This design comes from an exercise in tuning for small area and a short achievable clock period on the open sky130 flow, not from production work. At most, simulation tests tie the RTL to the original design; equivalence was not proved. No functional check of the RTL was part of runs 5 and 6. Power and IR drop assume default switching activity.

==> design.v <==
package spr_pkg;
  typedef enum logic [1:0] {
    READ_FIRST  = 2'd0,
    WRITE_FIRST = 2'd1,
    NO_CHANGE   = 2'd2
  } spr_wmode_e;
  function automatic logic [7:0] spr_byte_merge(input logic [7:0] old_b,
                                                input logic [7:0] new_b,
                                                input logic       sel);
    spr_byte_merge = sel ? new_b : old_b;
  endfunction
endpackage
module spr_out_stage
#(
  parameter int                    DATA_WIDTH = 8,
  parameter int                    OUT_REG    = 0,
  parameter logic [DATA_WIDTH-1:0] SRVAL      = '0
) (
  input  logic                  clk,
  input  logic                  rst,
  input  logic                  i_rd,
  input  logic [DATA_WIDTH-1:0] i_rd_data,
  output logic [DATA_WIDTH-1:0] o_dout,
  output logic                  o_dout_valid
);
  logic [DATA_WIDTH-1:0] r_lat_p1;
  logic                  r_vld_p1;
  always_ff @(posedge clk) begin
    if (rst) begin
      r_lat_p1 <= SRVAL;
      r_vld_p1 <= 1'b0;
    end else begin
      r_vld_p1 <= i_rd;
      if (i_rd) r_lat_p1 <= i_rd_data;
    end
  end
  if (OUT_REG != 0) begin : g_oreg
    logic [DATA_WIDTH-1:0] r_dout_p2;
    logic                  r_vld_p2;
    always_ff @(posedge clk) begin
      if (rst) begin
        r_dout_p2 <= SRVAL;
        r_vld_p2  <= 1'b0;
      end else begin
        r_vld_p2 <= r_vld_p1;
        if (r_vld_p1) r_dout_p2 <= r_lat_p1;
      end
    end
    assign o_dout       = r_dout_p2;
    assign o_dout_valid = r_vld_p2;
  end else begin : g_pass
    assign o_dout       = r_lat_p1;
    assign o_dout_valid = r_vld_p1;
  end
endmodule
module spr_sync_bram
#(
  parameter int                    DATA_WIDTH = 32,
  parameter int                    DEPTH      = 96,
  parameter int                    ADDR_WIDTH = 7,
  parameter int                    WRITE_MODE = 1,
  parameter int                    OUT_REG    = 1,
  parameter logic [DATA_WIDTH-1:0] SRVAL      = 32'hDEADBEEF
) (
  input  logic                  clk,
  input  logic                  rst,
  input  logic                  en,
  input  logic [DATA_WIDTH/8-1:0] we,
  input  logic [ADDR_WIDTH-1:0] addr,
  input  logic [DATA_WIDTH-1:0] din,
  output logic [DATA_WIDTH-1:0] dout,
  output logic                  dout_valid
);
  localparam int NB = DATA_WIDTH / 8;
  logic [DEPTH-1:0]      r_row;     
  logic [NB-1:0]         r_we;      
  logic [DATA_WIDTH-1:0] r_din;
  logic                  r_rd;
  always_ff @(posedge clk) begin
    for (int i = 0; i < DEPTH; i++) r_row[i] <= (addr == ADDR_WIDTH'(i));
    r_we  <= we & {NB{en && (addr < ADDR_WIDTH'(DEPTH))}};
    r_din <= din;
    r_rd  <= en && !rst;
  end
  logic [DATA_WIDTH-1:0] w_word [DEPTH];
  for (genvar g = 0; g < DEPTH; g++) begin : g_word
    logic [DATA_WIDTH-1:0] r_word;
    assign w_word[g] = r_word;
    for (genvar b = 0; b < NB; b++) begin : g_byte
      always_ff @(posedge clk) begin
        if (r_row[g] && r_we[b]) r_word[8*b +: 8] <= r_din[8*b +: 8];
      end
    end
  end
  logic [DATA_WIDTH-1:0] w_sel;
  logic [DATA_WIDTH-1:0] w_merged;
  always_comb begin
    w_sel = '0;
    for (int i = 0; i < DEPTH; i++) w_sel = w_sel | (w_word[i] & {DATA_WIDTH{r_row[i]}});
    for (int b = 0; b < NB; b++)
      w_merged[8*b +: 8] = r_we[b] ? r_din[8*b +: 8] : w_sel[8*b +: 8];
  end
  always_ff @(posedge clk) begin
    if (rst) begin
      dout       <= SRVAL;
      dout_valid <= 1'b0;
    end else begin
      dout_valid <= r_rd;
      if (r_rd) dout <= w_merged;
    end
  end
endmodule
==> flow/run.sh <==
#!/bin/bash
# Layout flow: the standard flow, with the port buffers made from
# sky130_fd_sc_hd__buf_4 instead of the default delay-type buffer.
set -e
cp standard.sh standard_sh.log
cp config.mk config_in.log
cat >> config.mk <<'EOC'
export BUFFER_PORTS_ARGS = -buffer_cell sky130_fd_sc_hd__buf_4
EOC
bash standard.sh > standard_run.log 2>&1
==> standard.sh <==
#!/bin/bash
# synth_recipe.tcl (not shown) runs the flow's synth.tcl, then flattens the netlist and writes it again
# the make line also repeats each setting of config.mk as NAME=value (left out here)
make -C /OpenROAD-flow-scripts/flow DESIGN_CONFIG=/design/flow/config.mk WORK_HOME=/design/flow/orfs CLKGATE_MAP_FILE= SYNTH_SCRIPT=/design/flow/synth_recipe.tcl "${@:-finish}"
==> config.mk <==
export PLATFORM = sky130hd
export DESIGN_NAME = spr_sync_bram
export DESIGN_NICKNAME = spr_sync_bram
export VERILOG_FILES = /design/flow/design.v
export SDC_FILE = /design/flow/constraint.sdc
export NUM_CORES = 4
export LEC_CHECK = 0
export CAP_MARGIN = 20
export CORE_MARGIN = 2
export CORE_UTILIZATION = 60
export CTS_CLUSTER_DIAMETER = 100
export CTS_CLUSTER_SIZE = 25
export SETUP_SLACK_MARGIN = 2.9
export SLEW_MARGIN = 20
export BUFFER_PORTS_ARGS = -buffer_cell sky130_fd_sc_hd__buf_4
==> constraint.sdc <==
create_clock -name core_clock -period 5.5 [get_ports {clk}]
set_input_delay 1.1000 -clock core_clock [delete_from_list [all_inputs] [get_ports {clk}]]
set_output_delay 1.1000 -clock core_clock [all_outputs]
set_load 0.01 [all_outputs]
==> flow_summary.ini, run 1 <==
[final_layout]
fin_nets = 6391
final_cell_mix = edfxtp_1, a22oi_1, a22o_1, a221oi_1, and2_1
final_cell_area_mm2 = 0.126
multi_input_area_mm2 = 0.0193
synthToLayoutAreaGrowth_pct = 7.63
regArea_mm2 = 0.0959
final_common_cell = edfxtp_1
nFillCells = 13200
drive_above_1_share_pct = 12.1
layoutNonFillerInstCount = 9020

[timing]
finalHoldViolCount = 0
relSlewSlack_pct = 12.9
fin_skew_ps = 29.7
worstMarginPinSlew_ps = 1310
fin_crit_ps = 2750
maxSlewViolCount = 0
period_share_pct = 50.0
setup_viol = 0
fin_setup_tns_ps = 0
rsz0062_at_grt = yes
fmax_ghz = 0.363

[worst_setup_path]
crit_arrival_ps = 3470
critical_path_class = reg2reg
worstPathMaxFanout = 18
critPathCaptureType = register
cp-start-kind = register
required_ps = 6220

[clock_tree]
clk_latency_ps = 880
cts_tree = done
numCtsBuffers = 147
cts_root_buffer = clkbuf_16
clk_path_buf_depth = 3
clk_pin_slew_ps = 100
clkSinkCount = 3238
cts_max_level = 4
hold_buffers = 0

[detailed_routing]
drcViolationCount = 0
viasPerCell = 8.19
post_drt_wl_per_cell_um = 54.3
routed_wl_um = 490000
drtPass1Iterations = 9
postRouteAntennaNets = 0
drtIter0Drc = 17400
vias = 73900

[pwr]
p_leak_nw = 38.9
irDropWorstVdd_uv = 358
powerDensity_mw_per_mm2 = 331

[place]
place_inst = 8705
dp_hpwl_um = 306000
io_buffers = 78
place_area_mm2 = 0.120
place_congestion = 1.01

[synthesis]
postSynthAreaPerCell_um2 = 18.5
async_reset_ff_share_pct = 0
synth_ff_type = edfxtp_1
synth_area_mm2 = 0.117
synth_edf_count = 3072
synth-seq-cells = 3238
synth_nets = 6371
seq_area_frac_synth_pct = 81.8
synth.distinct_cells = 34
ys_warn_count = 2
syn_inst = 6325

[floorplanning]
die_area_mm2 = 0.198
initial_core_util_pct = 60.5
fp.dieW_um = 445
rows = 161
die_y_um = 445
core_mm2 = 0.193
ios = 79

[global_routing]
grt_pass1_vias = 65900
overflow = 0
grt_pass1_wl_um = 631000
antenna_found_initial = 49
grt_max_degree = 98
grt.total_usage_pct = 49.1

[status]
status = complete, no violations

[run]
max-cap-violations = 0

[min_path]
hold_class = in2reg
==> where the power goes <==
group | leakage, nW | total, W | internal [W] | switching (W)
registers | 29.0 | 0.0273 | 0.0270 | 0.000326
logic | 7.73 | 0.00104 | 0.000266 | 0.000777
clock network | 2.11 | 0.0132 | 0.00552 | 0.00770
total | 38.9 | 0.0416 | 0.0328 | 0.00880
==> Yosys cell counts, types with 26 or more instances <==
library cell	number	area share, %
buf_1	38	0.12
clkbuf_1	193	0.62
nand2_1	39	0.13
nand4_1	155	0.83
nor4_1	64	0.34
a221oi_2	26	0.33
buf_2	159	0.68
a22oi_1	568	3.6
a21oi_1	82	0.35
nand3_1	150	0.64
a221oi_1	422	3.2
nor2_1	147	0.47
dfxtp_1	166	2.8
edfxtp_1	3072	79
buf_6	56	0.54
and2_1	388	2.1
a22o_1	448	3.4
==> through the flow <==
stage               total power, W  util (%)  hold slack [ps]  setup slack [ps]
floorplan                   0.0281         -              545              3450
finish                      0.0416      65.2              328              2750
CTS                         0.0412      64.8              310              2780
global route                0.0421      65.1              318              2890
global placement            0.0288      62.3              427              2410
detailed placement          0.0288      62.3              429              2400
==> per-layer routing <==
| layer | up-vias | GRT usage (%) | wire length (um) |
|---|---|---|---|
| met4 | 40 | 27.0 | 33800 |
| met3 | 1560 | 21.3 | 91600 |
| met5 | - | 0.708 | 415 |
| met1 | 37400 | 65.8 | 161000 |
| li1 | 26300 | - | - |
| met2 | 8542 | 67.6 | 203000 |
==> worst max-delay path, stage by stage (launching register included) <==
cell	delay, ps
dfxtp_2	720
buf_4	420
a22oi_1	200
nand3_1	370
nor3_1	740
a31oi_1	150
==> layout make-up <==
class                   instances  area share, %
diodes                         31         0.0617
clock buffers                 265           3.51
clock inverters                 2         0.0129
inverters                      25         0.0746
multi-input cells            2611           15.4
flip-flops and latches       3238           76.3
well taps                    2526           2.51
repair buffers                322           2.22
==> flip-flops by register name, indices dropped and copies added, names as in the netlist <==
| register | count |
|---|---|
| r_we | 4 |
| r_row | 96 |
| r_rd | 1 |
| g_word.r_word | 3072 |
| dout_valid | 1 |
| r_din | 32 |
| dout | 32 |
==> kinds of logic (layout without fill, tap and decap cells) <==
group / count (synthesis) / count (layout) / share of synthesized area, %
other cells: 0 / 31 / 0
compound gates: 1633 / 1633 / 11.5
buf+inv: 476 / 614 / 2.08
simple gates: 978 / 978 / 4.66
flops: 3238 / 3238 / 81.8
==> worst paths after layout <==
check / from / to / slack [ps] / cells past startpoint
worst max-delay path: r_row[91] / dout[25] / 2750 / 5
worst min-delay path: din[31] / r_din[31] / 330 / 1
worst max register to register: r_row[91] / dout[25] / 2750 / 5
worst min register to register: r_din[20] / g_word[65].r_word[20] / 460 / 0
==> what timing repair did <==
item | 4_1_cts | 5_1_grt
buffers inserted | 1 | 4
pin swaps | 5 | 11
cloned | 0 | 0
gates resized for setup | 81 | 75
endpoints found under the setup margin | 282 | 242
==> run 2, diff against run 1 <==
--- a/design.v
+++ b/design.v
@@ -95,7 +95,12 @@
   logic [DATA_WIDTH-1:0] w_sel;
   logic [DATA_WIDTH-1:0] w_merged;
+  logic [DATA_WIDTH-1:0] w_grp [DEPTH / 8];
   always_comb begin
     w_sel = '0;
-    for (int i = 0; i < DEPTH; i++) w_sel = w_sel | (w_word[i] & {DATA_WIDTH{r_row[i]}});
+    for (int j = 0; j < DEPTH / 8; j++) begin
+      w_grp[j] = '0;
+      for (int i = 8 * j; i < 8 * j + 8; i++) w_grp[j] = w_grp[j] | (w_word[i] & {DATA_WIDTH{r_row[i]}});
+    end
+    for (int j = 0; j < DEPTH / 8; j++) w_sel = w_sel | w_grp[j];
     for (int b = 0; b < NB; b++)
       w_merged[8*b +: 8] = r_we[b] ? r_din[8*b +: 8] : w_sel[8*b +: 8];
--- a/config.mk
+++ b/config.mk
@@ -8,5 +8,5 @@
 export CAP_MARGIN = 20
 export CORE_MARGIN = 2
-export CORE_UTILIZATION = 60
+export CORE_UTILIZATION = 45
 export CTS_CLUSTER_DIAMETER = 100
 export CTS_CLUSTER_SIZE = 25
==> run 2 against run 1 <==
  * Still clean
  * Clock skew rose by 13 ps
  * Synthesized cell count is 0.14% lower
  * Sequential share of layout area fell by 0.59 points
  * Clock-buffer cell count is 11 lower
  * Wire length is 1.5% higher
  * Clock power about the same
  * Maximum frequency decreased by 2.0%
  * Setup slack got worse by 58 ps
  * Register-to-register slack worse by 60 ps
==> flow_summary.ini, run 2 <==
[min_path]
hold_path.startpoint = din[21]
min_to = r_din[21]
hold_class = in2reg
min_path_cells = 1

[clock_tree]
clk_latency_ps = 900
hold_buffers = 0
clk_path_buf_depth = 3
cts_tree = done
clk_pin_slew_ps = 100
cts_root_buffer = clkbuf_16
numCtsBuffers = 149
clkSinkCount = 3238
cts_max_level = 4

[detailed_routing]
post_drt_wl_per_cell_um = 50.4
routed_wl_um = 497000
drtPass1Iterations = 9
drcViolationCount = 0
viasPerCell = 7.48
postRouteAntennaNets = 0
drtIter0Drc = 18100
vias = 73700

[worst_setup_path]
crit_slowest_cell = dfxtp_2
critical_path_class = reg2reg
critPathCaptureType = register
worst_r2r_endpoint = dout[29]
reg2reg_slack_ps = 2690
r2r_cells = 5
crit_arrival_ps = 3530
cp-start-kind = register
cp_cell_sequence = buf_4, a221oi_1, nand4_1, nor4_2, a211oi_1
regToRegStartpoint = r_row[86]
cpPeakStageDelay_ps = 600
cp_top_family = simple AND/OR/NAND/NOR gates
cp_num_buf_inv = 1
required_ps = 6220
worstPathMaxFanout = 13

[floorplanning]
ios = 79
die_area_mm2 = 0.264
core_mm2 = 0.259
initial_core_util_pct = 45.1
fp.dieW_um = 514
die_y_um = 514
rows = 187

[place]
place_area_mm2 = 0.121
io_buffers = 78
place_congestion = 1.04
dp_hpwl_um = 310000
pre_cts_slack_ps = 2280

[synthesis]
synth_top_family_by_area = compound AO/OA/AOI/OAI gates
synth_area_leader_cell = edfxtp_1
synth_xor_area_share_pct = 0
ys_warn_count = 3
ys_top_cells_by_area = edfxtp_1, a22o_1, a22oi_1, a221oi_1, dfxtp_1
yosys-top-cells-count = edfxtp_1, a22oi_1, a22o_1
synthMostInstantiatedCell = edfxtp_1
synth_area_mm2 = 0.117
synth_compound_area_share_pct = 11.5
synth.distinct_cells = 34
async_reset_ff_share_pct = 0
synth_mux_area_share_pct = 0
synth_edf_count = 3072
synth_simple_gate_area_share_pct = 4.62
yosysTopAreaCellShare_pct = 78.9
synthAdderAreaFrac_pct = 0
postSynthAreaPerCell_um2 = 18.5
synth_ff_type = edfxtp_1
synth-seq-cells = 3238
synth_nets = 6362
seq_area_frac_synth_pct = 81.8
syn_inst = 6316

[global_routing]
grt_pass1_vias = 66200
antenna_found_initial = 48
grt.total_usage_pct = 36.9
grt_pass1_wl_um = 640000
overflow = 0
grt_max_degree = 98

[timing]
relSlewSlack_pct = 17.5
worstMarginPinSlew_ps = 1240
setup_slack_ps = 2690
setup_viol = 0
fin_skew_ps = 42.5
period_share_pct = 51.1
maxSlewViolCount = 0
fin_setup_tns_ps = 0
finalHoldViolCount = 0
rsz0062_at_grt = yes
hold_ws_ps = 316
fin_crit_ps = 2810
fmax_ghz = 0.356

[pwr]
netSwitchingPower_w = 0.00888
seq_power_share_pct = 65.7
powerDensity_mw_per_mm2 = 328
irDropWorstVdd_uv = 383
p_int_w = 0.0327
p_leak_nw = 38.8
clockPowerShare_pct = 31.7
combPwrFrac_pct = 2.6
sw_frac_of_total_pct = 21.4

[final_layout]
top_register = g_word.r_word
largest_reg_flops = 3072
final_cell_mix = edfxtp_1, a22oi_1, a22o_1, a221oi_1, and2_1
nFillCells = 21000
synthToLayoutAreaGrowth_pct = 8.47
final_common_cell = edfxtp_1
final_cell_area_mm2 = 0.127
drive_above_1_share_pct = 12.2
fin_nets = 6363
reg_top3 = g_word.r_word (3072), r_row (96)

[status]
status = complete, no violations

[run]
max-cap-violations = 0
## run 2: changes by cell type in the layout (fill, tap and decap cells not counted), moves of 7 or more
cell / previous run / this run
a22oi_1: 566 / 526
dfxtp_4: 50 / 66
a22o_1: 448 / 467
clkbuf_1: 104 / 97
buf_6: 9 / 17
a221oi_1: 386 / 399
buf_4: 290 / 263
dfxtp_1: 15 / 3
nand3_1: 150 / 139
## run 2: worst max-delay path by stage
stage / endpoint / from / depth (start not counted) / slack (ps)
2_1_floorplan: r_row[64] / addr[4] / 4 / 3450
3_3_place_gp: dout[12] / rst / 6 / 2220
3_5_place_dp: dout[12] / rst / 6 / 2280
4_1_cts: dout[30] / r_row[28] / 6 / 2670
5_1_grt: dout[30] / dout[30] / 1 / 2800
6_report: dout[29] / r_row[86] / 5 / 2690
## run 2: metal layers
layer | track usage (%) | part of all wire [%] | up-vias
met5 | 0 | 0.036 | -
met2 | 52.0 | 42 | 8357
met4 | 22.5 | 7.6 | 28
met3 | 14.2 | 18 | 1682
met1 | 48.0 | 33 | 37400
li1 | - | - | 26200
## run 2: area by class of cell
class / instances / area, um2 / area share (%)
multi-input combinational: 2601 / 19400 / 15.3
inverter: 25 / 93.8 / 0.0740
sequential: 3238 / 95900 / 75.7
antenna: 28 / 70.1 / 0.0553
tap: 3402 / 4260 / 3.36
clock buffer: 254 / 4290 / 3.39
timing repair buffer: 302 / 2630 / 2.07
clock inverter: 7 / 95.1 / 0.0750
## run 2: kinds of logic after synthesis
family	after synthesis
DFF	3238
buffers and inverters	477
AOI/OAI and AO/OA	1633
and+or+nand+nor	968
## run 2: power by group through the flow
stage	combinational (W)	sequential [W]	clock, W
finish	0.00109	0.0273	0.0132
global route	0.00108	0.0273	0.0138
CTS	0.000942	0.0273	0.0130
detailed placement	0.000920	0.0279	0
global placement	0.000909	0.0279	0
floorplan	0.000337	0.0278	0
## run 2: timing repair
item                                    in CTS  in global routing
buffers inserted                             1                  2
gates resized for setup                    143                 57
pin swaps                                    5                 17
hold endpoints to repair                     0                  0
endpoints found under the setup margin     383                159
## run 2: stage by stage
stage               total power (W)  utilization, %  cells
floorplan                    0.0281               -   6316
global placement             0.0288            46.9   9556
detailed placement           0.0288            46.9   9556
CTS                          0.0413            48.7   9818
global route                 0.0422            48.9   9831
finish                       0.0416            49.0   9857
==> run 3, diff against run 2 <==
--- a/config.mk
+++ b/config.mk
@@ -11,5 +11,6 @@
 export CTS_CLUSTER_DIAMETER = 100
 export CTS_CLUSTER_SIZE = 25
-export SETUP_SLACK_MARGIN = 2.9
+export SETUP_SLACK_MARGIN = 3.3
 export SLEW_MARGIN = 20
+export TNS_END_PERCENT = 10
 export BUFFER_PORTS_ARGS = -buffer_cell sky130_fd_sc_hd__buf_4
==> run 3 against run 2 <==
  * Still clean
  * Via count rose by 2.2%
  * Worst hold slack improved by 0.98 ps
  * Setup slack improved by 250 ps
  * Clock skew is 9.4 ps lower
  * Non-clock buffer count increased by 153
  * Global-route usage increased by 1.1 points
  * Die area did not move
==> flow_summary.ini, run 3 <==
[status]
status = complete, no violations

[synthesis]
synth_nets = 6362
synth-seq-cells = 3238
synth.distinct_cells = 34
ys_warn_count = 3
synth_xor_area_share_pct = 0
synthAdderAreaFrac_pct = 0
synth_mux_area_share_pct = 0
seq_area_frac_synth_pct = 81.8
synth_area_leader_cell = edfxtp_1
ys_top_cells_by_area = edfxtp_1, a22o_1, a22oi_1, a221oi_1, dfxtp_1
synth_edf_count = 3072
yosysTopAreaCellShare_pct = 78.9
synth_ff_type = edfxtp_1
synthMostInstantiatedCell = edfxtp_1
synth_area_mm2 = 0.117
postSynthAreaPerCell_um2 = 18.5
synth_simple_gate_area_share_pct = 4.62
yosys-top-cells-count = edfxtp_1, a22oi_1, a22o_1
synth_compound_area_share_pct = 11.5
syn_inst = 6316
synth_top_family_by_area = compound AO/OA/AOI/OAI gates
async_reset_ff_share_pct = 0

[pwr]
clockPowerShare_pct = 31.7
irDropWorstVdd_uv = 387
seq_power_share_pct = 65.5
combPwrFrac_pct = 2.9
netSwitchingPower_w = 0.00894
sw_frac_of_total_pct = 21.4
powerDensity_mw_per_mm2 = 320
p_leak_nw = 40.3
p_total_w = 0.0417
p_int_w = 0.0327

[global_routing]
grt_pass1_vias = 67400
grt.total_usage_pct = 37.9
use_met1_pct = 48.4
grt_max_degree = 98
busiest_layer = met2
antenna_found_initial = 43
groute.layer.met3.usage_pct = 15.7
overflow = 0
grt_pass1_wl_um = 656000
use_met2_pct = 52.8

[final_layout]
top_register = g_word.r_word
layoutNonFillerInstCount = 10000
largest_reg_flops = 3072
final_cell_mix = edfxtp_1, a22oi_1, a22o_1, and2_1, a221oi_1
regArea_mm2 = 0.0961
drive_above_1_share_pct = 15.9
synthToLayoutAreaGrowth_pct = 11.5
nFillCells = 20600
fin_nets = 6516
final_common_cell = edfxtp_1
final_util_pct = 50.3
multi_input_area_mm2 = 0.0205
reg_top3 = g_word.r_word (3072), r_row (96)

[detailed_routing]
postRouteAntennaNets = 0
routed_wl_um = 514000
post_drt_wl_per_cell_um = 51.3
vias = 75300
drcViolationCount = 0
drtPass1Iterations = 7
drtIter0Drc = 18200
viasPerCell = 7.52

[worst_setup_path]
worstPathMaxFanout = 18
r2r_cells = 6
critical_path_class = reg2reg
reg2reg_slack_ps = 2940
cp_cell_sequence = buf_6, a22o_1, a221oi_2, nand3_1, nor4_1, a31oi_1
cpPeakStageDelay_ps = 760
critPathCaptureType = register
regToRegStartpoint = r_row[68]
cp_num_buf_inv = 1
crit_slowest_cell = nor4_1
crit_arrival_ps = 3310
worst_r2r_endpoint = dout[15]
required_ps = 6250
cp-start-kind = register
cp_top_family = simple AND/OR/NAND/NOR gates

[timing]
finalHoldViolCount = 0
setup_viol = 0
period_share_pct = 46.5
relSlewSlack_pct = 11.3
rsz0062_at_grt = yes
fin_skew_ps = 33.0
fmax_ghz = 0.391
maxSlewViolCount = 0
worstMarginPinSlew_ps = 1330
fin_crit_ps = 2560
fin_setup_tns_ps = 0

[place]
io_buffers = 78
place_inst = 9556
dp_hpwl_um = 310000
place_congestion = 1.04

[clock_tree]
clkSinkCount = 3238
cts_root_buffer = clkbuf_16
clk_latency_ps = 890
cts_tree = done
numCtsBuffers = 149
clk_path_buf_depth = 3
clk_pin_slew_ps = 110
cts_max_level = 4

[floorplanning]
die_y_um = 514
ios = 79
initial_core_util_pct = 45.1
core_mm2 = 0.259
fp.dieW_um = 514
die_area_mm2 = 0.264
rows = 187

[min_path]
min_path_cells = 1
hold_class = in2reg
min_to = r_din[19]
hold_path.startpoint = din[19]

[run]
max-cap-violations = 0
[run 3: kinds of logic after synthesis]
kind of cell,Yosys count
flops,3238
buf+inv,477
simple gates,968
compound gates,1633
[run 3: layer usage]
metal | part of all wire [%] | routed length (um) | vias to the layer above
li1 | - | - | 26500
met1 | 32 | 167000 | 38100
met2 | 41 | 211000 | 8703
met3 | 18 | 93300 | 1876
met4 | 8.4 | 43400 | 30
met5 | 0.063 | 322 | -
[run 3: final cells by class]
cell class,instances,share of cell area (%)
antenna,36,0.0691
clock buffer,254,3.29
clock inverter,7,0.0729
inverter,25,0.0739
multi-input combinational,2601,15.7
sequential,3238,73.7
tap,3402,3.26
timing repair buffer,455,3.84
[run 3: how the worst max path moves through the flow]
stage,startpoint,end,slack (ps),cells past startpoint
after floorplan,addr[4],r_row[64],3450,4
after global placement,rst,dout[12],2220,6
after detailed placement,rst,dout[12],2280,6
after CTS,dout[24],dout[24],2940,1
after global routing,dout[28],dout[28],2950,1
final,r_row[68],dout[15],2940,6
[run 3: worst reg2reg max path, delay by kind of cell, from the launching register on]
| family | cells | cell delay, ps |
|---|---|---|
| flip-flops | 1 | 450 |
| buffers and inverters | 1 | 270 |
| AND/OR/NAND/NOR | 2 | 1020 |
| AO/OA/AOI/OAI | 3 | 690 |
[run 3: timing repair]
item / CTS / global route
cloned: 5 / 5
endpoints found under the setup margin: 1896 / 641
hold buffers: 0 / 0
buffers inserted: 108 / 38
pin swaps: 59 / 27
gates resized for setup: 484 / 113
[run 3: power groups by stage]
stage          Sequential, W  Clock [W]  Combinational [W]
6_report              0.0273     0.0132            0.00120
5_1_grt               0.0273     0.0138            0.00119
4_1_cts               0.0273     0.0130            0.00103
3_5_place_dp          0.0279          0           0.000920
3_3_place_gp          0.0279          0           0.000909
2_1_floorplan         0.0278          0           0.000337
[run 3: through the flow]
stage / setup WS, ps / hold slack [ps] / area (um2)
after floorplan: 3450 / 511 / 117000
after global placement: 2220 / 455 / 121000
after detailed placement: 2280 / 455 / 121000
after CTS: 2940 / 280 / 129000
after global routing: 2950 / 304 / 130000
final: 2940 / 317 / 130000
==> run 4, diff against run 3 <==
--- a/config.mk
+++ b/config.mk
@@ -8,5 +8,5 @@
 export CAP_MARGIN = 20
 export CORE_MARGIN = 2
-export CORE_UTILIZATION = 45
+export CORE_UTILIZATION = 60
 export CTS_CLUSTER_DIAMETER = 100
 export CTS_CLUSTER_SIZE = 25
==> run 4 against run 3 <==
  * First-iteration DRC count decreased by 4.5%
  * Synthesized cell count did not move
  * Core utilization is 16 points higher
  * Cell count fell by 8.9%
  * Global-route usage grew 13 points
  * Power hardly changed
  * Critical path depth decreased by 5
  * Setup slack improved by 29 ps
  * Largest cell class unchanged
==> flow_summary.ini, run 4 <==
[detailed_routing]
vias = 74900
drtIter0Drc = 17400
drtPass1Iterations = 9
viasPerCell = 8.22
post_drt_wl_per_cell_um = 56.0
routed_wl_um = 511000
postRouteAntennaNets = 0
drcViolationCount = 0

[timing]
relSlewSlack_pct = 14.1
fin_skew_ps = 28.1
maxSlewViolCount = 0
period_share_pct = 46.0
fmax_ghz = 0.396
setup_slack_ps = 2970
fin_setup_tns_ps = 0
finalHoldViolCount = 0
setup_viol = 0
worstMarginPinSlew_ps = 1290
rsz0062_at_grt = yes
fin_crit_ps = 2530

[worst_setup_path]
critPathCaptureType = output port
cp_cell_sequence = buf_6
crit_arrival_ps = 1430
cpPeakStageDelay_ps = 440
required_ps = 4400
critical_path_class = reg2out
reg2reg_slack_ps = 2990
crit_slowest_cell = dfxtp_4
cp_num_buf_inv = 1
cp-start-kind = register
cp_top_family = flip-flops
worstPathMaxFanout = 2

[synthesis]
synth_area_leader_cell = edfxtp_1
synth.distinct_cells = 34
async_reset_ff_share_pct = 0
synth_ff_type = edfxtp_1
synth_edf_count = 3072
synthMostInstantiatedCell = edfxtp_1
synth-seq-cells = 3238
seq_area_frac_synth_pct = 81.8
yosys-top-cells-count = edfxtp_1, a22oi_1, a22o_1
ys_warn_count = 3
ys_top_cells_by_area = edfxtp_1, a22o_1, a22oi_1, a221oi_1, dfxtp_1
yosysTopAreaCellShare_pct = 78.9
postSynthAreaPerCell_um2 = 18.5
synth_area_mm2 = 0.117
synth_nets = 6362
syn_inst = 6316

[floorplanning]
fp.dieW_um = 445
core_mm2 = 0.194
ios = 79
die_area_mm2 = 0.198
die_y_um = 445
rows = 162
initial_core_util_pct = 60.2

[final_layout]
layoutNonFillerInstCount = 9122
final_cell_mix = edfxtp_1, a22oi_1, a22o_1, and2_1, a221oi_1
reg_top3 = g_word.r_word (3072), r_row (96)
final_common_cell = edfxtp_1
top_register = g_word.r_word
fin_nets = 6489
drive_above_1_share_pct = 15.7
largest_reg_flops = 3072
synthToLayoutAreaGrowth_pct = 10.5

[place]
place_inst = 8684
place_congestion = 0.994
dp_hpwl_um = 308000
io_buffers = 78
pre_cts_slack_ps = 2010

[pwr]
powerDensity_mw_per_mm2 = 323
p_leak_nw = 40.2
irDropWorstVdd_uv = 327

[run]
max-cap-violations = 0

[clock_tree]
clkSinkCount = 3238
clk_pin_slew_ps = 100
numCtsBuffers = 147
clk_latency_ps = 880
cts_tree = done
cts_root_buffer = clkbuf_16
cts_max_level = 4
hold_buffers = 0
clk_path_buf_depth = 3

[global_routing]
overflow = 0
grt_max_degree = 98
grt_pass1_vias = 67300
grt.total_usage_pct = 51.0
antenna_found_initial = 30
grt_pass1_wl_um = 653000

[status]
status = complete, no violations

[min_path]
hold_class = in2reg
run 4: changes by cell type in the layout (fill, tap and decap cells not counted), moves of 4 or more:
cell      before  now
buf_4        283  258
a22oi_2        9    4
nor4_1        36   28
diode_2       36   22
a221oi_2     110  133
dfxtp_4      125  129
and2_2        58   38
buf_6         79   87
nor4_4        11   16
a221oi_1     328  304
and2_1       328  350
a22oi_1      521  526
run 4: worst paths after layout:
path / depth (start not counted) / end / startpoint
max: 1 / dout[29] / dout[29]
min: 1 / r_din[1] / din[1]
max reg2reg: 2 / g_word[35].r_word[11] / r_we[1]
min reg2reg: 0 / g_word[28].r_word[9] / r_din[9]
run 4: kinds of logic (layout without fill, tap and decap cells):
| family | Yosys count | after routing | synth area share [%] |
|---|---|---|---|
| flops | 3238 | 3238 | 81.8 |
| compound gates | 1633 | 1633 | 11.5 |
| simple gates | 968 | 968 | 4.62 |
| buf+inv | 477 | 719 | 2.11 |
| other cells | 0 | 22 | 0 |
run 4: power by group:
part	total [W]	internal (W)	switching, W	leakage (nW)
Sequential	0.0273	0.0270	0.000283	29.1
Combinational	0.00122	0.000330	0.000886	9.02
Clock	0.0132	0.00548	0.00773	2.10
run 4: routing by layer:
| metal | part of all wire [%] | GRT usage (%) | up-vias | wire [um] |
|---|---|---|---|---|
| li1 | - | - | 26500 | - |
| met1 | 32 | 65.8 | 37900 | 163000 |
| met2 | 41 | 70.3 | 8631 | 211000 |
| met3 | 17 | 19.7 | 1918 | 88700 |
| met4 | 9.3 | 38.2 | 28 | 47600 |
| met5 | 0.036 | 0 | - | 184 |
run 4: area by class of cell:
| cell class | count | area, um2 |
|---|---|---|
| Clock buffer | 259 | 4350 |
| Timing Repair Buffer | 430 | 4690 |
| Tap cell | 2542 | 3180 |
| Antenna cell | 22 | 55.1 |
| Clock inverter | 5 | 43.8 |
| Sequential cell | 3238 | 96100 |
| Fill cell | 13100 | 65100 |
| Inverter | 25 | 96.3 |
| Multi-Input combinational cell | 2601 | 20600 |
run 4: worst reg2reg max path, stage by stage (launching register included):
cell     delay, ps
dfxtp_4        450
buf_4          510
and2_1        1160
run 4: stage by stage:
step	power [W]	utilization (%)	instance area (um2)	hold WS, ps
after detailed placement	0.0288	61.9	120000	460
after floorplan	0.0281	-	117000	511
after global placement	0.0288	61.9	120000	459
final	0.0417	66.5	129000	328
after CTS	0.0413	66.1	128000	296
after global routing	0.0422	66.5	129000	321
run 4: repair_timing:
item | CTS | global route
setup endpoints to repair | 1797 | 953
gates resized for setup | 506 | 76
gates cloned | 4 | 2
pin swaps | 52 | 14
buffers inserted | 121 | 20
==> run 5, diff against run 4 <==
--- a/design.v
+++ b/design.v
@@ -73,21 +73,27 @@
 );
   localparam int NB = DATA_WIDTH / 8;
-  logic [DEPTH-1:0]      r_row;     
+  logic [2:0]            r_hi;      
+  logic [7:0]            r_mid;     
+  logic [3:0]            r_lo;      
   logic [NB-1:0]         r_we;      
   logic [DATA_WIDTH-1:0] r_din;
   logic                  r_rd;
   always_ff @(posedge clk) begin
-    for (int i = 0; i < DEPTH; i++) r_row[i] <= (addr == ADDR_WIDTH'(i));
-    r_we  <= we & {NB{en && (addr < ADDR_WIDTH'(DEPTH))}};
+    for (int i = 0; i < 3; i++) r_hi[i]  <= (addr[6:5] == 2'(i));
+    for (int i = 0; i < 8; i++) r_mid[i] <= (addr[4:2] == 3'(i));
+    for (int i = 0; i < 4; i++) r_lo[i]  <= (addr[1:0] == 2'(i));
+    r_we  <= we & {NB{en && !(addr[6] && addr[5])}};
     r_din <= din;
     r_rd  <= en && !rst;
   end
+  logic [DEPTH-1:0]      w_row;
   logic [DATA_WIDTH-1:0] w_word [DEPTH];
   for (genvar g = 0; g < DEPTH; g++) begin : g_word
     logic [DATA_WIDTH-1:0] r_word;
+    assign w_row[g]  = r_hi[g / 32] && r_mid[(g / 4) % 8] && r_lo[g % 4];
     assign w_word[g] = r_word;
     for (genvar b = 0; b < NB; b++) begin : g_byte
       always_ff @(posedge clk) begin
-        if (r_row[g] && r_we[b]) r_word[8*b +: 8] <= r_din[8*b +: 8];
+        if (w_row[g] && r_we[b]) r_word[8*b +: 8] <= r_din[8*b +: 8];
       end
     end
@@ -95,12 +101,7 @@
   logic [DATA_WIDTH-1:0] w_sel;
   logic [DATA_WIDTH-1:0] w_merged;
-  logic [DATA_WIDTH-1:0] w_grp [DEPTH / 8];
   always_comb begin
     w_sel = '0;
-    for (int j = 0; j < DEPTH / 8; j++) begin
-      w_grp[j] = '0;
-      for (int i = 8 * j; i < 8 * j + 8; i++) w_grp[j] = w_grp[j] | (w_word[i] & {DATA_WIDTH{r_row[i]}});
-    end
-    for (int j = 0; j < DEPTH / 8; j++) w_sel = w_sel | w_grp[j];
+    for (int i = 0; i < DEPTH; i++) w_sel = w_sel | (w_word[i] & {DATA_WIDTH{w_row[i]}});
     for (int b = 0; b < NB; b++)
       w_merged[8*b +: 8] = r_we[b] ? r_din[8*b +: 8] : w_sel[8*b +: 8];
==> run.sh (new file) <==
#!/bin/bash
# synth_recipe.tcl (not shown) runs the flow's synth.tcl, then flattens the netlist and writes it again
# the make line also repeats each setting of config.mk as NAME=value (left out here)
make -C /OpenROAD-flow-scripts/flow DESIGN_CONFIG=/design/flow/config.mk WORK_HOME=/design/flow/orfs CLKGATE_MAP_FILE= SYNTH_SCRIPT=/design/flow/synth_recipe.tcl finish
==> config.mk (replaced) <==
export PLATFORM = sky130hd
export DESIGN_NAME = spr_sync_bram
export DESIGN_NICKNAME = spr_sync_bram
export VERILOG_FILES = /design/flow/design.v
export SDC_FILE = /design/flow/constraint.sdc
export NUM_CORES = 4
export LEC_CHECK = 0
export CAP_MARGIN = 20
export CORE_MARGIN = 2
export CORE_UTILIZATION = 40
export SETUP_SLACK_MARGIN = 0.2
export SLEW_MARGIN = 20
removed: flow/run.sh
removed: standard.sh
==> run 5 against run 4 <==
  * Synthesized cell count increased by 4.6%
  * Power increased by 21%
  * Area after synthesis decreased by 0.15%
  * Critical endpoint is now g_word[57].r_word[5]
  * Non-clock buffer count decreased by 83
  * Combinational power increased by 11%
  * Via count increased by 10%
==> flow_summary.ini, run 5 <==
[global_routing]
overflow = 0
grt_pass1_vias = 73300
grt_max_degree = 100
antenna_found_initial = 64
grt_pass1_wl_um = 741000
grt.total_usage_pct = 38.5

[floorplanning]
die_y_um = 544
fp.dieW_um = 544
die_area_mm2 = 0.296
ios = 79
core_mm2 = 0.291
rows = 198
initial_core_util_pct = 40.2

[clock_tree]
clk_latency_ps = 1010
numCtsBuffers = 337
cts_max_level = 5
clk_pin_slew_ps = 60
clkSinkCount = 3157
hold_buffers = 0
cts_resized = 0
cts_root_buffer = clkbuf_16
cts_tree = done
cts_setup_buffers = 0
clk_path_buf_depth = 4

[timing]
setup_viol = 0
rsz0062_at_grt = no
maxSlewViolCount = 0
fmax_ghz = 0.230
fin_skew_ps = 57.6
fin_setup_tns_ps = 0
fin_crit_ps = 4350
relSlewSlack_pct = 11.1
finalHoldViolCount = 0
hold_ws_ps = 493
period_share_pct = 79.0
worstMarginPinSlew_ps = 1330

[synthesis]
postSynthAreaPerCell_um2 = 17.7
synth_compound_area_share_pct = 10.5
syn_inst = 6608
synth_mux_area_share_pct = 0
ys_warn_count = 2
yosysTopAreaCellShare_pct = 79.0
synth_xor_area_share_pct = 0
synth_top_family_by_area = compound AO/OA/AOI/OAI gates
synth_edf_count = 3072
synth_area_mm2 = 0.117
ys_top_cells_by_area = edfxtp_1, a22oi_1, nand4_1, a22o_1, a221oi_1
yosys-top-cells-count = edfxtp_1, a22oi_1, nand4_1
synth_simple_gate_area_share_pct = 6.95
synth.distinct_cells = 56
synth_area_leader_cell = edfxtp_1
async_reset_ff_share_pct = 0
seq_area_frac_synth_pct = 80.5
synth_nets = 6654
synthMostInstantiatedCell = edfxtp_1
synthAdderAreaFrac_pct = 0
synth-seq-cells = 3157
synth_ff_type = edfxtp_1

[place]
place_inst = 10300
place_area_mm2 = 0.123
io_buffers = 78
dp_hpwl_um = 365000
place_congestion = 1.06

[pwr]
powerDensity_mw_per_mm2 = 378
irDropWorstVdd_uv = 241
clockPowerShare_pct = 44.3
combPwrFrac_pct = 2.7
seq_power_share_pct = 53.1
p_leak_nw = 41.3
sw_frac_of_total_pct = 21.9
p_int_w = 0.0394
netSwitchingPower_w = 0.0111

[detailed_routing]
drtIter0Drc = 20100
postRouteAntennaNets = 0
drtPass1Iterations = 10
viasPerCell = 7.55
vias = 82700
drcViolationCount = 0
post_drt_wl_per_cell_um = 53.2
routed_wl_um = 584000

[final_layout]
top_register = g_word.r_word
nFillCells = 24400
fin_nets = 6797
multi_input_area_mm2 = 0.0210
regArea_mm2 = 0.0941
largest_reg_flops = 3072
synthToLayoutAreaGrowth_pct = 14.6
reg_top3 = g_word.r_word (3072), dout (32), r_din (32)
final_common_cell = edfxtp_1
final_cell_area_mm2 = 0.134
layoutNonFillerInstCount = 11000
final_cell_mix = edfxtp_1, a22oi_1, nand4_1, clkbuf_16, and2_1
drive_above_1_share_pct = 13.5

[run]
max-cap-violations = 0

[status]
status = complete, no violations

[worst_setup_path]
worstPathMaxFanout = 44
cp-start-kind = register
required_ps = 6080
critical_path_class = reg2reg
crit_slowest_cell = and3_2
crit_arrival_ps = 4930
cpPeakStageDelay_ps = 1180
critPathCaptureType = register
cp_cell_sequence = and3_2, buf_4, and2_1

[min_path]
hold_class = reg2reg
==> run 5: layout make-up <==
type / count / area share [%]
multi-input combinational: 2898 / 15.7
timing repair buffer: 347 / 2.34
inverter: 10 / 0.0281
sequential: 3157 / 70.4
clock buffer: 419 / 6.73
antenna: 59 / 0.110
clock inverter: 171 / 1.08
tap: 3900 / 3.65
==> run 5: logic make-up (layout without fill, tap and decap cells) <==
group           Yosys count  after routing
flops                  3157           3157
compound gates         1539           1539
simple gates           1359           1359
buf+inv                 553            947
other cells               0             59
==> run 5: through the flow <==
stage	utilization (%)	power (W)	setup WS [ps]
2_1_floorplan	-	0.0276	2880
3_3_place_gp	42.3	0.0285	1460
3_5_place_dp	42.4	0.0285	1510
4_1_cts	45.9	0.0501	1490
5_1_grt	46.0	0.0511	1480
6_report	46.0	0.0505	1150
==> run 5: worst paths after layout <==
kind	startpoint	to	slack, ps	cells after the start
max	r_mid[6]	g_word[57].r_word[5]	1150	3
min	r_din[4]	g_word[67].r_word[4]	490	0
max reg2reg	r_mid[6]	g_word[57].r_word[5]	1150	3
min reg2reg	r_din[4]	g_word[67].r_word[4]	490	0
==> run 5: critical path, delay by kind of cell, from the launching register on <==
family	cells	cell delay (ps)
buffers and inverters	1	630
DFF	1	960
and+or+nand+nor	2	2210
==> run 5: power groups by stage <==
stage	registers, W	clock network, W	logic (W)
3_5_place_dp	0.0273	0	0.00121
6_report	0.0268	0.0224	0.00135
3_3_place_gp	0.0273	0	0.00117
4_1_cts	0.0268	0.0221	0.00121
5_1_grt	0.0268	0.0230	0.00129
2_1_floorplan	0.0272	0	0.000450
==> run 5: metal layers <==
layer / GRT usage [%] / wire length (um)
met5: 0.438 / 663
met1: 46.2 / 186000
met4: 29.3 / 54900
met3: 20.6 / 109000
met2: 51.6 / 232000
==> run 6, diff against run 5 <==
--- a/design.v
+++ b/design.v
@@ -72,47 +72,55 @@
   output logic                  dout_valid
 );
-  localparam int NB = DATA_WIDTH / 8;
-  logic [2:0]            r_hi;      
-  logic [7:0]            r_mid;     
-  logic [3:0]            r_lo;      
-  logic [NB-1:0]         r_we;      
-  logic [DATA_WIDTH-1:0] r_din;
-  logic                  r_rd;
-  always_ff @(posedge clk) begin
-    for (int i = 0; i < 3; i++) r_hi[i]  <= (addr[6:5] == 2'(i));
-    for (int i = 0; i < 8; i++) r_mid[i] <= (addr[4:2] == 3'(i));
-    for (int i = 0; i < 4; i++) r_lo[i]  <= (addr[1:0] == 2'(i));
-    r_we  <= we & {NB{en && !(addr[6] && addr[5])}};
-    r_din <= din;
-    r_rd  <= en && !rst;
+  localparam int                  NB       = DATA_WIDTH / 8;
+  localparam int                  IDX_W    = (DEPTH > 1) ? $clog2(DEPTH) : 1;
+  localparam logic [ADDR_WIDTH:0] LP_DEPTH = (ADDR_WIDTH + 1)'(DEPTH);
+  localparam spr_pkg::spr_wmode_e          LP_MODE  = spr_pkg::spr_wmode_e'(2'(WRITE_MODE));
+  if (DATA_WIDTH % 8 != 0) begin : g_chk_dw
+    $error("spr_sync_bram: DATA_WIDTH must be a multiple of 8");
   end
-  logic [DEPTH-1:0]      w_row;
-  logic [DATA_WIDTH-1:0] w_word [DEPTH];
-  for (genvar g = 0; g < DEPTH; g++) begin : g_word
-    logic [DATA_WIDTH-1:0] r_word;
-    assign w_row[g]  = r_hi[g / 32] && r_mid[(g / 4) % 8] && r_lo[g % 4];
-    assign w_word[g] = r_word;
-    for (genvar b = 0; b < NB; b++) begin : g_byte
-      always_ff @(posedge clk) begin
-        if (w_row[g] && r_we[b]) r_word[8*b +: 8] <= r_din[8*b +: 8];
-      end
+  if ((2 ** ADDR_WIDTH) < DEPTH) begin : g_chk_aw
+    $error("spr_sync_bram: ADDR_WIDTH too narrow for DEPTH");
+  end
+  if (WRITE_MODE < 0 || WRITE_MODE > 2) begin : g_chk_wm
+    $error("spr_sync_bram: WRITE_MODE must be 0, 1 or 2");
+  end
+  logic [DATA_WIDTH-1:0] r_mem [DEPTH];
+  logic                  w_in_range;
+  logic                  w_any_we;
+  logic                  w_rd;
+  logic [IDX_W-1:0]      w_idx;
+  logic [DATA_WIDTH-1:0] w_old;
+  logic [DATA_WIDTH-1:0] w_merged;
+  logic [DATA_WIDTH-1:0] w_rd_data;
+  logic [DATA_WIDTH-1:0] w_dout;
+  logic                  w_dout_valid;
+  always_comb begin
+    w_in_range = ({1'b0, addr} < LP_DEPTH);
+    w_any_we   = |we;
+    w_idx      = addr[IDX_W-1:0];
+    w_old      = w_in_range ? r_mem[w_idx] : '0;
+    w_merged   = '0;
+    for (int i = 0; i < NB; i++) begin
+      w_merged[8*i +: 8] = spr_pkg::spr_byte_merge(w_old[8*i +: 8], din[8*i +: 8], we[i]);
     end
-  end
-  logic [DATA_WIDTH-1:0] w_sel;
-  logic [DATA_WIDTH-1:0] w_merged;
-  always_comb begin
-    w_sel = '0;
-    for (int i = 0; i < DEPTH; i++) w_sel = w_sel | (w_word[i] & {DATA_WIDTH{w_row[i]}});
-    for (int b = 0; b < NB; b++)
-      w_merged[8*b +: 8] = r_we[b] ? r_din[8*b +: 8] : w_sel[8*b +: 8];
+    w_rd      = en && !(LP_MODE == spr_pkg::NO_CHANGE && w_any_we);
+    w_rd_data = (LP_MODE == spr_pkg::WRITE_FIRST && w_in_range) ? w_merged : w_old;
   end
   always_ff @(posedge clk) begin
-    if (rst) begin
-      dout       <= SRVAL;
-      dout_valid <= 1'b0;
-    end else begin
-      dout_valid <= r_rd;
-      if (r_rd) dout <= w_merged;
-    end
+    if (en && w_in_range && w_any_we) r_mem[w_idx] <= w_merged;
   end
+  spr_out_stage #(
+    .DATA_WIDTH (DATA_WIDTH),
+    .OUT_REG    (OUT_REG),
+    .SRVAL      (SRVAL)
+  ) u_out_stage (
+    .clk          (clk),
+    .rst          (rst),
+    .i_rd         (w_rd),
+    .i_rd_data    (w_rd_data),
+    .o_dout       (w_dout),
+    .o_dout_valid (w_dout_valid)
+  );
+  assign dout       = w_dout;
+  assign dout_valid = w_dout_valid;
 endmodule
==> run 6 against run 5 <==
  * Still clean
  * Sequential share of layout area is 4.9 points lower
  * Worst hold slack worse by 12 ps
  * Core utilization up 1.2 points
  * Cell area grew 6.8%
  * Flip-flop and latch count is 19 lower
  * Clock skew up 53 ps
  * Synthesized cell count shrank 2.8%
  * Area after synthesis up 3.9%
  * Power increased by 2.8%
  * Die area rose by 3.8%
  * Critical path depth up 7
  * Critical endpoint is now r_mem[22][18]
  * Largest cell class unchanged
==> flow_summary.ini, run 6 <==
[synthesis]
seq_area_frac_synth_pct = 77.2
synth_ff_type = edfxtp_1
synth.distinct_cells = 87
synth_nets = 6469
synth-seq-cells = 3138
syn_inst = 6423
ys_top_cells_by_area = edfxtp_1, mux4_2, a221oi_1, mux2i_1, mux2_2
synth_area_mm2 = 0.121
ys_warn_count = 2
synthMostInstantiatedCell = edfxtp_1
yosysTopAreaCellShare_pct = 76.1
async_reset_ff_share_pct = 0
synth_edf_count = 3072
yosys-top-cells-count = edfxtp_1, a221oi_1, mux4_2
postSynthAreaPerCell_um2 = 18.9
synth_area_leader_cell = edfxtp_1

[timing]
setup_viol = 0
setup_slack_ps = 758
fmax_ghz = 0.211
fin_crit_ps = 4740
relSlewSlack_pct = 20.1
fin_setup_tns_ps = 0
worstMarginPinSlew_ps = 1190
rsz0062_at_grt = no
maxSlewViolCount = 0
hold_ws_ps = 481
fin_skew_ps = 111
finalHoldViolCount = 0
period_share_pct = 86.2

[status]
status = complete, no violations

[global_routing]
overflow = 0
grt.total_usage_pct = 26.9
grt_max_degree = 97
grt_pass1_wl_um = 575000
grt_pass1_vias = 68700
antenna_found_initial = 29

[final_layout]
reg_top3 = r_mem (3072), u_out_stage.g_oreg.r_dout_p2 (32), u_out_stage.r_lat_p1 (32)
synthToLayoutAreaGrowth_pct = 17.8
regArea_mm2 = 0.0936
drive_above_1_share_pct = 24.4
nFillCells = 25000
final_cell_mix = edfxtp_1, buf_4, a221oi_1, clkbuf_16, mux4_2
final_cell_area_mm2 = 0.143
top_register = r_mem
fin_nets = 7030
multi_input_area_mm2 = 0.0264
largest_reg_flops = 3072
final_common_cell = edfxtp_1

[floorplanning]
fp.dieW_um = 555
die_y_um = 555
die_area_mm2 = 0.308
initial_core_util_pct = 40.1
core_mm2 = 0.302
ios = 79
rows = 202

[clock_tree]
clk_latency_ps = 950
numCtsBuffers = 320
clk_path_buf_depth = 4
cts_root_buffer = clkbuf_16
cts_max_level = 5
hold_buffers = 0
clk_pin_slew_ps = 60
cts_resized = 0
cts_tree = done
cts_setup_buffers = 0
clkSinkCount = 3138

[place]
place_area_mm2 = 0.133
io_buffers = 78
place_congestion = 0.930
pre_cts_slack_ps = 40.0
dp_hpwl_um = 257000

[worst_setup_path]
worstPathMaxFanout = 56
critPathCaptureType = register
crit_slowest_cell = o22ai_1
required_ps = 6060
cp_cell_sequence = buf_8, nor2b_4, buf_4, a221oi_1, o2111ai_1, a32oi_1, o22ai_1, a211oi_2, o31ai_4, buf_4
cp-start-kind = primary input
crit_arrival_ps = 5310
critical_path_class = in2reg
crit_top_cell = buf_4
cpPeakStageDelay_ps = 720

[detailed_routing]
routed_wl_um = 424000
drtPass1Iterations = 9
drtIter0Drc = 12500
postRouteAntennaNets = 0
viasPerCell = 6.46
post_drt_wl_per_cell_um = 37.8
drcViolationCount = 0
vias = 72500

[min_path]
hold_class = reg2reg

[run]
max-cap-violations = 0

[pwr]
p_leak_nw = 45.4
irDropWorstVdd_uv = 239
powerDensity_mw_per_mm2 = 363
-- run 6: cell count changes after synthesis, sizes merged, moves of 184 or more --
cell   delta
a22oi   -535
nand4   -515
and2    -313
mux4    +297
mux2i   +290
a22o    -257
mux2    +230
nor2    +209
nand2   +184
-- run 6: per-stage QoR --
step                      total power (W)  utilization (%)  instances
final                              0.0519             47.3      11200
after global routing               0.0530             47.3      11200
after CTS                          0.0520             47.2      11200
after detailed placement           0.0313             44.0      10600
after global placement             0.0313             44.0      10600
after floorplan                    0.0292                -       6423
-- run 6: final timing paths --
path,startpoint,endpoint,slack [ps],cells past startpoint
max,addr[0],r_mem[22][18],760,10
min,u_out_stage.g_oreg.r_dout_p2[3],u_out_stage.g_oreg.r_dout_p2[3],480,2
max reg2reg,r_mem[53][16],r_mem[19][16],1910,8
min reg2reg,u_out_stage.g_oreg.r_dout_p2[3],u_out_stage.g_oreg.r_dout_p2[3],480,2
-- run 6: cells by family after synthesis --
kind of cell    after synthesis  synth area share, %
compound gates             1302                 8.24
mux                         817                 10.1
flops                      3138                 77.2
simple gates                694                 2.52
buf+inv                     472                 2.01
-- run 6: area by class of cell --
cell class                 instances  area share, %
tap                             3978           3.48
inverter                          16         0.0560
sequential                      3138           65.5
clock inverter                   158          0.953
clock buffer                     400           5.96
timing repair buffer             695           5.54
antenna                           15         0.0263
multi-input combinational       2813           18.5
-- run 6: power by group --
group / switching, W / total, W / leakage [nW] / internal, W
registers: 0.0000491 / 0.0268 / 28.2 / 0.0268
logic: 0.00293 / 0.00415 / 12.3 / 0.00122
clock network: 0.00909 / 0.0210 / 4.83 / 0.0119
-- run 6: layer usage --
metal	wire, um	global-route usage (%)	vias to the layer above
li1	-	-	28000
met1	157000	36.1	38200
met2	189000	40.5	5332
met3	54600	7.30	1005
met4	23900	13.1	12
met5	93	0	-
-- run 6: worst max-delay path: cells and delay by family --
kind | cells | cell delay, ps
compound gates | 6 | 1970
buf+inv | 3 | 1470
simple gates | 1 | 530

[what the ideal ports hide]
No port has a modelled driver above. Below, the same layouts with a new extraction and two added sets of constraints.
Step 1 sets driving cells, clkbuf_16 on the clock port and buf_2 on the other inputs (assumed; they add their load-dependent delay and slew).
Step 2 moves the port delays by t, midway between the first and last clock arrival at a register: inputs arrive t later, outputs are due t later. That takes back most of the time a late clock gives input paths.
Three values: no drivers, after step 1, after step 2; two values: the first two.
run | t, ns | slack for setup (ns) | worst hold slack (ns) | clock arrival spread, ns
run 1 | 0.950 | 2.749 / 2.749 / 2.259 | 0.328 / 0.262 / 0.463 | 0.036 / 0.035
run 2 | 0.976 | 2.691 / 2.691 / 2.320 | 0.316 / 0.238 / 0.447 | 0.043 / 0.043
run 3 | 0.980 | 2.944 / 2.843 / 2.171 | 0.317 / 0.232 / 0.446 | 0.036 / 0.036
run 4 | 0.962 | 2.973 / 2.880 / 2.172 | 0.328 / 0.261 / 0.479 | 0.034 / 0.034
run 5 | 1.082 | 1.153 / 1.153 / 1.153 | 0.493 / 0.463 / 0.493 | 0.064 / 0.064
run 6 | 0.984 | 0.758 / 0.798 / -0.185 | 0.481 / 0.481 / 0.481 | 0.110 / 0.111
With both steps, setup timing fails in run 6, where it was met with ideal ports. The setup slack of run 6, which loses most, moves by +0.040 ns with the drivers and by -0.943 ns with both steps.
